From an optimization exercise on the open Yosys and OpenROAD flow, aimed at small area, a short achievable clock period and few clock cycles per item; shortcuts taken in it are not production practice.
At most, simulation tests tie the RTL to the original design; equivalence was not proved.
No activity file was given, so power comes from the tool's default toggle rates.

// csa_multiplier
module csa_multiplier (
    input  logic        clk,
    input  logic        rst_n,
    input  logic        in_valid,
    input  logic [15:0] x,
    input  logic [15:0] y,
    output logic        out_valid,
    output logic [31:0] product
);
    logic [4:1] vld;    
    logic [15:0] xr;
    logic [7:0]  b_one, b_two, b_neg;    
    logic        yr15;
    logic [7:0]  e_one, e_two, e_neg;
    logic [16:0] ye;
    logic t1_c0_0;
    logic t1_c0_1;
    logic t1_c1_0;
    logic t1_c2_0;
    logic t1_c3_0;
    logic t1_c4_0;
    logic t1_c4_1;
    logic t1_c4_2;
    logic t1_c5_0;
    logic t1_c5_1;
    logic t1_c6_0;
    logic t1_c6_1;
    logic t1_c7_0;
    logic t1_c7_1;
    logic t1_c8_0;
    logic t1_c8_1;
    logic t1_c9_0;
    logic t1_c9_1;
    logic t1_c9_2;
    logic t1_c9_3;
    logic t1_c10_0;
    logic t1_c10_1;
    logic t1_c10_2;
    logic t1_c11_0;
    logic t1_c11_1;
    logic t1_c11_2;
    logic t1_c12_0;
    logic t1_c12_1;
    logic t1_c12_2;
    logic t1_c13_0;
    logic t1_c13_1;
    logic t1_c13_2;
    logic t1_c13_3;
    logic t1_c13_4;
    logic t1_c14_0;
    logic t1_c14_1;
    logic t1_c14_2;
    logic t1_c14_3;
    logic t1_c15_0;
    logic t1_c15_1;
    logic t1_c15_2;
    logic t1_c15_3;
    logic t1_c16_0;
    logic t1_c16_1;
    logic t1_c16_2;
    logic t1_c16_3;
    logic t1_c16_4;
    logic t1_c17_0;
    logic t1_c17_1;
    logic t1_c17_2;
    logic t1_c17_3;
    logic t1_c18_0;
    logic t1_c18_1;
    logic t1_c18_2;
    logic t1_c18_3;
    logic t1_c19_0;
    logic t1_c19_1;
    logic t1_c19_2;
  ...
Size in the first run: ~230 flip-flops, about 68 I/O pins, ~11000 um^2 of cells after synthesis.
clock: 6.5 ns
lec_check: 0
cap_margin: 20
core_margin: 2
core_utilization: 40
cts_cluster_diameter: 100
cts_cluster_size: 30
setup_slack_margin: 4.3
slew_margin: 20
standard.sh (not shown) runs the stock make flow with config.mk's settings and CLKGATE_MAP_FILE= SYNTH_SCRIPT=/design/flow/synth_recipe.tcl, a recipe that flattens the netlist after the stock synthesis.
==> flow/flow/run.sh <==
#!/bin/bash
# Own layout flow: the standard layout with two changes.
# 1. Synthesis: Yosys's synth runs with -noabc, so its early "abc -fast" pass
#    does not re-map the hand-written full/half adders before extract_fa maps
#    them to the library's fa/ha cells (no inverters between adders).
# 2. Port buffers: buffer_ports still gives every input and output port a
#    buffer, but uses the plain buffer named below instead of the delay cell
#    it picks by default.
# Everything else is the standard flow (standard.sh, ORFS make targets).
set -euo pipefail
here=$(pwd)
sed 's/yosys synth -nofsm -noshare /yosys synth -nofsm -noshare -noabc /' synth_recipe.tcl > noabc_synth.tcl
grep -q -- "-noabc" noabc_synth.tcl
export BUFFER_PORTS_ARGS="-buffer_cell sky130_fd_sc_hd__buf_1"
bash standard.sh SYNTH_SCRIPT="$here/noabc_synth.tcl" finish > "$here/flow_make.log" 2>&1
The baseline produced a clean layout.
Testbench counts at the start, summed over its fixed seeds: cycles 12,024, items 12,000.
Change:
- CTS_CLUSTER_DIAMETER: 100 -> default
- CTS_CLUSTER_SIZE: 30 -> default
After rerunning: The changed run ran to the end with no violations; register-to-register slack stays flat; clock skew drops by 0.022 ns; cell area climbs by 3.3%; count of clock-buffer cells in the layout climbs by 23; utilization climbs by 1.5 points; wire length climbs by 0.45%.
Change:
- CTS_CLUSTER_DIAMETER: default -> 80
- CTS_CLUSTER_SIZE: default -> 24
Result: The new run completed with no timing, DRC or antenna violations; worst hold slack is better by 0.0067 ns; power fell by about 6%; via count drops by about 0.8%.
Change:
--- a/flow/flow/run.sh
+++ b/flow/flow/run.sh
@@ -13,3 +13,3 @@
 grep -q -- "-noabc" noabc_synth.tcl
-export BUFFER_PORTS_ARGS="-buffer_cell sky130_fd_sc_hd__buf_1"
+export BUFFER_PORTS_ARGS="-buffer_cell sky130_fd_sc_hd__buf_2"
 bash standard.sh SYNTH_SCRIPT="$here/noabc_synth.tcl" finish > "$here/flow_make.log" 2>&1
After rerunning: Final area stays flat. Core utilization stays flat. Sequential cell count stays the same. Power is lower by 1.6%. Area after synthesis stays the same. Register-to-register slack hardly moves. Clock power is lower by about 6.4%. Sequential power is about the same. Routed wire length is higher by about 0.9%.
Change:
--- a/flow/flow/run.sh
+++ b/flow/flow/run.sh
@@ -13,3 +13,3 @@
 grep -q -- "-noabc" noabc_synth.tcl
-export BUFFER_PORTS_ARGS="-buffer_cell sky130_fd_sc_hd__buf_2"
+export BUFFER_PORTS_ARGS="-buffer_cell sky130_fd_sc_hd__buf_1"
 bash standard.sh SYNTH_SCRIPT="$here/noabc_synth.tcl" finish > "$here/flow_make.log" 2>&1
- TNS_END_PERCENT: default -> 0
What happened:
- global-route usage came out higher by 0.27 points
- worst setup slack got worse by 0.057 ns
- power came out lower by 4.0%
- register-to-register slack got worse by 0.06 ns
Change:
- CORE_UTILIZATION: 40 -> 50
- TNS_END_PERCENT: 0 -> default
Effect:
- The changed run completed without violations
- setup slack improved by 0.010 ns
- non-clock buffer count stays the same
- final area grows by 0.67%
- combinational power grows by 12%
- flip-flop and latch count does not change

Another version of the RTL of csa_multiplier (not shown whole).
Size in the first run: roughly 68 I/O pins, about 12000 sq um of cells after synthesis.
==> flow/config.mk <==
export PLATFORM = sky130hd
export DESIGN_NAME = csa_multiplier
export DESIGN_NICKNAME = csa_multiplier
export VERILOG_FILES = /design/flow/design.v
export SDC_FILE = /design/flow/constraint.sdc
export NUM_CORES = 4
export LEC_CHECK = 0
export CAP_MARGIN = 20
export CORE_MARGIN = 2
export CORE_UTILIZATION = 40
export SETUP_SLACK_MARGIN = 4.0
export SLEW_MARGIN = 20
==> flow/constraint.sdc <==
create_clock -name core_clock -period 6.5 [get_ports {clk}]
set_input_delay 1.3000 -clock core_clock [delete_from_list [all_inputs] [get_ports {clk}]]
set_output_delay 1.3000 -clock core_clock [all_outputs]
set_load 0.01 [all_outputs]
run.sh (not shown) runs the stock make flow with config.mk's settings and CLKGATE_MAP_FILE= SYNTH_SCRIPT=/design/flow/synth_recipe.tcl, a recipe that flattens the netlist after the stock synthesis.
Stock flow here: none of the scripts above is used.
The starting point produced a clean layout.
Testbench counts at the start, summed over its fixed seeds: cycles 12,024, items 12,000.
Next try:
==> flow/flow/run.sh (new file) <==
#!/bin/bash
# Own layout flow: the standard layout, with one change in synthesis:
# Yosys's synth runs with -noabc, so its early "abc -fast" pass does not
# re-map the hand-written full/half adders before extract_fa maps them to
# the library's fa/ha cells. Everything else (the ORFS make targets, the
# final abc mapping, floorplan, placement, CTS, routing) is the standard flow.
set -euo pipefail
here=$(pwd)
sed 's/yosys synth -nofsm -noshare /yosys synth -nofsm -noshare -noabc /' synth_recipe.tcl > noabc_synth.tcl
grep -q -- "-noabc" noabc_synth.tcl
bash standard.sh SYNTH_SCRIPT="$here/noabc_synth.tcl" finish > "$here/flow_make.log" 2>&1
==> flow/standard.sh (new file) <==
#!/bin/bash
# synth_recipe.tcl (not shown) runs the flow's synth.tcl, then flattens the netlist and writes it again
# the make line also repeats each setting of config.mk as NAME=value (left out here)
make -C /OpenROAD-flow-scripts/flow DESIGN_CONFIG=/design/flow/config.mk WORK_HOME=/design/flow/orfs CLKGATE_MAP_FILE= SYNTH_SCRIPT=/design/flow/synth_recipe.tcl "${@:-finish}"
removed: flow/run.sh
Outcome: Count of clock-buffer cells in the layout went up by 4. Total power drops by 0.45%. First-iteration DRC count shrinks by 33%.
Next try:
==> flow/run.sh (new file) <==
#!/bin/bash
# synth_recipe.tcl (not shown) runs the flow's synth.tcl, then flattens the netlist and writes it again
# the make line also repeats each setting of config.mk as NAME=value (left out here)
make -C /OpenROAD-flow-scripts/flow DESIGN_CONFIG=/design/flow/config.mk WORK_HOME=/design/flow/orfs CLKGATE_MAP_FILE= SYNTH_SCRIPT=/design/flow/synth_recipe.tcl finish
SETUP_SLACK_MARGIN = not set   (was 4.0)
removed: flow/flow/run.sh
removed: flow/standard.sh
Cell area rises by 3.5%.
Total power went up by about 1.6%.
Combinational power rises by 10%.
Hold slack hardly moves.
Synthesized area increases by about 5%.
Sequential share of layout area went down by 1.4 points.
Via count climbs by about 13%.
Utilization falls by 1.1 points.
Final cell count went up by 16%.

Another version of the RTL of csa_multiplier (not shown whole).
Size: roughly 890 cells after synthesis, ~220 flip-flops, roughly 68 I/O pins.
// csa_multiplier
module csa_multiplier (
    input  logic        clk,
    input  logic        rst_n,
    input  logic        in_valid,
    input  logic [15:0] x,
    input  logic [15:0] y,
    output logic        out_valid,
    output logic [31:0] product
);
    logic [4:1] vld;    
    logic [15:0] xr;
    logic [7:0]  b_one, b_two, b_neg;    
    logic        yr15;
    logic [7:0]  e_one, e_two, e_neg;
    logic [16:0] ye;
    logic t1_c0_0;
    logic t1_c0_1;
    logic t1_c1_0;
    logic t1_c2_0;
    logic t1_c3_0;
    logic t1_c4_0;
    logic t1_c4_1;
    logic t1_c4_2;
    logic t1_c5_0;
    logic t1_c5_1;
    logic t1_c6_0;
    logic t1_c6_1;
    logic t1_c7_0;
    logic t1_c7_1;
    logic t1_c8_0;
    logic t1_c8_1;
    logic t1_c9_0;
    logic t1_c9_1;
    logic t1_c9_2;
    logic t1_c9_3;
    logic t1_c10_0;
    logic t1_c10_1;
    logic t1_c10_2;
    logic t1_c11_0;
    logic t1_c11_1;
    logic t1_c11_2;
    logic t1_c12_0;
    logic t1_c12_1;
    logic t1_c12_2;
    logic t1_c13_0;
    logic t1_c13_1;
    logic t1_c13_2;
    logic t1_c13_3;
    logic t1_c13_4;
    logic t1_c14_0;
    logic t1_c14_1;
    logic t1_c14_2;
    logic t1_c14_3;
    logic t1_c15_0;
    logic t1_c15_1;
    logic t1_c15_2;
    logic t1_c15_3;
    logic t1_c16_0;
    logic t1_c16_1;
    logic t1_c16_2;
    logic t1_c16_3;
    logic t1_c16_4;
    logic t1_c17_0;
    logic t1_c17_1;
    logic t1_c17_2;
    logic t1_c17_3;
    logic t1_c18_0;
    logic t1_c18_1;
    logic t1_c18_2;
    logic t1_c18_3;
    logic t1_c19_0;
    logic t1_c19_1;
    logic t1_c19_2;
    logic t1_c19_3;
    logic t1_c19_4;
    logic t1_c20_0;
    logic t1_c20_1;
    logic t1_c20_2;
    logic t1_c20_3;
  ...
export LEC_CHECK = 0
export CAP_MARGIN = 20
export CORE_MARGIN = 2
export CORE_UTILIZATION = 40
export CTS_CLUSTER_DIAMETER = 80
export CTS_CLUSTER_SIZE = 24
export SETUP_SLACK_MARGIN = 4.3
export SLEW_MARGIN = 20
create_clock -name core_clock -period 6.5 [get_ports {clk}]
standard.sh (not shown) runs the stock make flow with config.mk's settings and CLKGATE_MAP_FILE= SYNTH_SCRIPT=/design/flow/synth_recipe.tcl, a recipe that flattens the netlist after the stock synthesis.
==> flow/flow/run.sh <==
#!/bin/bash
# Own layout flow: the standard layout with two changes.
# 1. Synthesis: Yosys's synth runs with -noabc, so its early "abc -fast" pass
#    does not re-map the hand-written full/half adders before extract_fa maps
#    them to the library's fa/ha cells (no inverters between adders).
# 2. Port buffers: buffer_ports still gives every input and output port a
#    buffer, but uses the plain buffer named below instead of the delay cell
#    it picks by default.
# Everything else is the standard flow (standard.sh, ORFS make targets).
set -euo pipefail
here=$(pwd)
sed 's/yosys synth -nofsm -noshare /yosys synth -nofsm -noshare -noabc /' synth_recipe.tcl > noabc_synth.tcl
grep -q -- "-noabc" noabc_synth.tcl
export BUFFER_PORTS_ARGS="-buffer_cell sky130_fd_sc_hd__buf_1"
bash standard.sh SYNTH_SCRIPT="$here/noabc_synth.tcl" finish > "$here/flow_make.log" 2>&1
Change:
--- a/flow/config.mk
+++ b/flow/config.mk
@@ -12,3 +12,3 @@
 export CTS_CLUSTER_SIZE = 24
-export SETUP_SLACK_MARGIN = 4.3
+export SETUP_SLACK_MARGIN = 4.25
 export SLEW_MARGIN = 20
Result: The new run ran to the end with no violations. Die area is unchanged. Global-route usage goes up by 0.51 points. Total power came out lower by 2.8%. Setup slack is about the same. Sequential share of layout area climbs by 0.36 points. Fmax hardly moves.
Function was not checked in any run of this note: the RTL went through the layout flow alone.

Another version of the RTL of csa_multiplier (not shown whole).
For scale: ~95 flip-flops, about 68 I/O pins.
## csa_multiplier
module csa_multiplier (
    input  logic        clk,
    input  logic        rst_n,
    input  logic        in_valid,
    input  logic [15:0] x,
    input  logic [15:0] y,
    output logic        out_valid,
    output logic [31:0] product
);
==> flow/config.mk <==
export PLATFORM = sky130hd
export DESIGN_NAME = csa_multiplier
export DESIGN_NICKNAME = csa_multiplier
export VERILOG_FILES = /design/flow/design.v
export SDC_FILE = /design/flow/constraint.sdc
export NUM_CORES = 4
export LEC_CHECK = 0
export CAP_MARGIN = 20
export CORE_MARGIN = 2
export CORE_UTILIZATION = 40
export SETUP_SLACK_MARGIN = 3.0
export SLEW_MARGIN = 20
==> flow/constraint.sdc <==
create_clock -name core_clock -period 6.5 [get_ports {clk}]
set_input_delay 1.3000 -clock core_clock [delete_from_list [all_inputs] [get_ports {clk}]]
set_output_delay 1.3000 -clock core_clock [all_outputs]
set_load 0.01 [all_outputs]
run.sh (not shown) runs the stock make flow with config.mk's settings and CLKGATE_MAP_FILE= SYNTH_SCRIPT=/design/flow/synth_recipe.tcl, a recipe that flattens the netlist after the stock synthesis.
Stock flow here: none of the scripts above is used.
Change:
--- a/flow/config.mk
+++ b/flow/config.mk
@@ -9,4 +9,3 @@
 export CORE_MARGIN = 2
 export CORE_UTILIZATION = 40
-export SETUP_SLACK_MARGIN = 3.0
 export SLEW_MARGIN = 20
The new run passed the timing, DRC and antenna checks.
Hold slack barely changes.
Final cell count is lower by 8.2%.
Routed wire length goes down by 11%.
Count of clock-buffer cells in the layout goes down by 2.
Critical path depth does not change.
First-iteration DRC count went down by 0.80%.
Change:
--- a/flow/config.mk
+++ b/flow/config.mk
@@ -6,6 +6,8 @@
 export NUM_CORES = 4
 export LEC_CHECK = 0
+export ABC_CLOCK_PERIOD_IN_PS = 3500
 export CAP_MARGIN = 20
 export CORE_MARGIN = 2
 export CORE_UTILIZATION = 40
+export SETUP_SLACK_MARGIN = 3.0
 export SLEW_MARGIN = 20
The new run went through all stages and came out clean.
Cell count is higher by a little under a tenth.
Wire length is higher by roughly a tenth.
Combinational power is higher by roughly a tenth.
Die area does not change.
No run of this note included a check of the RTL's function; only the layout flow was run.

== sierra ==
Another version of the RTL of csa_multiplier (not shown whole).
Size: about 220 flip-flops.
==> flow/config.mk <==
export PLATFORM = sky130hd
export DESIGN_NAME = csa_multiplier
export DESIGN_NICKNAME = csa_multiplier
export VERILOG_FILES = /design/flow/design.v
export SDC_FILE = /design/flow/constraint.sdc
export NUM_CORES = 4
export LEC_CHECK = 0
export CAP_MARGIN = 20
export CORE_MARGIN = 2
export CORE_UTILIZATION = 40
export CTS_CLUSTER_DIAMETER = 80
export CTS_CLUSTER_SIZE = 30
export SETUP_SLACK_MARGIN = 4.25
export SLEW_MARGIN = 20
==> flow/constraint.sdc <==
create_clock -name core_clock -period 6.5 [get_ports {clk}]
set_input_delay 1.3000 -clock core_clock [delete_from_list [all_inputs] [get_ports {clk}]]
set_output_delay 1.3000 -clock core_clock [all_outputs]
set_load 0.01 [all_outputs]
standard.sh (not shown) runs the stock make flow with config.mk's settings and CLKGATE_MAP_FILE= SYNTH_SCRIPT=/design/flow/synth_recipe.tcl, a recipe that flattens the netlist after the stock synthesis.
Scripts as last shown in full above: flow/flow/run.sh
Testbench counts of sierra, summed over its fixed seeds: cycles 12,024, items 12,000.
## Diff of input files: lagoon against sierra
# sierra
export LEC_CHECK = 0
export CAP_MARGIN = 20
export CORE_MARGIN = 2
export CORE_UTILIZATION = 40
export CTS_CLUSTER_DIAMETER = 80
export CTS_CLUSTER_SIZE = 30
export SETUP_SLACK_MARGIN = 4.25
export SLEW_MARGIN = 20
create_clock -name core_clock -period 6.5 [get_ports {clk}]
# lagoon
export LEC_CHECK = 0
export CAP_MARGIN = 20
export CORE_MARGIN = 2
export CORE_UTILIZATION = 35
export CTS_CLUSTER_DIAMETER = 100
export CTS_CLUSTER_SIZE = 30
export SETUP_SLACK_MARGIN = 4.25
export SLEW_MARGIN = 20
create_clock -name core_clock -period 6.5 [get_ports {clk}]
Notes after the runs:
- lagoon vs. sierra: switching power as a share of total power saw a decrease, maximum clock insertion buffer count saw little to no change, final area saw a decrease.
- lagoon vs. sierra: DRC violation total after the first TritonRoute iteration went up by about 13%.
- The final cell count of lagoon is higher than that of sierra.

==> afterwards: timing with drivers on the ports <==
In the flow no input, the clock included, has a driving cell. The finished layouts below were timed again as built, in two steps.
Step 1 sets driving cells, clkbuf_16 on the clock port and buf_2 on the other inputs (assumed; they add their load-dependent delay and slew).
Step 2 adds t to the input delays and takes it off the output delays; t is the mean of the earliest and latest rising clock arrival at the registers after step 1. Input paths then give back, and output paths get back, about the clock's delay inside the block.
Slacks: no drivers / after step 1 / after step 2; pairs: no drivers / after step 1.
run | t, ns | setup WS [ns] | worst setup path at the end | slew at the worst register clock pin (ns) | worst slew at a driven data input, ns
the first run of note 1 | 0.526 | 4.253 / 4.222 / 4.253 | register to register | 0.12 / 0.12 | 0.04
the second run of note 1 | 0.556 | 4.255 / 4.215 / 4.255 | register to register | 0.07 / 0.07 | 0.04
the third run of note 1 | 0.518 | 4.271 / 4.241 / 4.271 | register to register | 0.09 / 0.09 | 0.04
the fourth run of note 1 | 0.526 | 4.258 / 4.224 / 4.258 | register to register | 0.10 / 0.10 | 0.03
the fifth run of note 1 | 0.536 | 4.201 / 4.198 / 4.201 | register to register | 0.09 / 0.09 | 0.04
the sixth run of note 1 | 0.525 | 4.211 / 4.211 / 4.211 | register to register | 0.09 / 0.09 | 0.03
the first run of note 2 | 0.557 | 4.063 / 4.063 / 4.063 | register to register | 0.06 / 0.06 | 0.03
the second run of note 2 | 0.581 | 4.082 / 4.034 / 4.089 | register to register | 0.06 / 0.06 | 0.03
the third run of note 2 | 0.557 | 3.719 / 3.719 / 3.719 | register to register | 0.06 / 0.06 | 0.03
the first run of note 3 | 0.533 | 4.110 / 4.110 / 4.110 | register to register | 0.10 / 0.10 | 0.04
the second run of note 3 | 0.526 | 4.108 / 4.108 / 4.108 | register to register | 0.09 / 0.09 | 0.04
the first run of note 4 | 0.399 | 2.556 / 2.509 / 2.816 | register to register | 0.07 / 0.07 | 0.03
the second run of note 4 | 0.392 | 1.911 / 1.872 / 2.189 | register to register | 0.07 / 0.07 | 0.04
the third run of note 4 | 0.399 | 2.556 / 2.509 / 2.816 | register to register | 0.07 / 0.07 | 0.03
sierra | 0.536 | 4.238 / 4.204 / 4.238 | register to register | 0.11 / 0.11 | 0.03
lagoon | 0.512 | 4.240 / 4.231 / 4.240 | register to register | 0.11 / 0.11 | 0.04
After both steps every run listed still meets setup and hold.
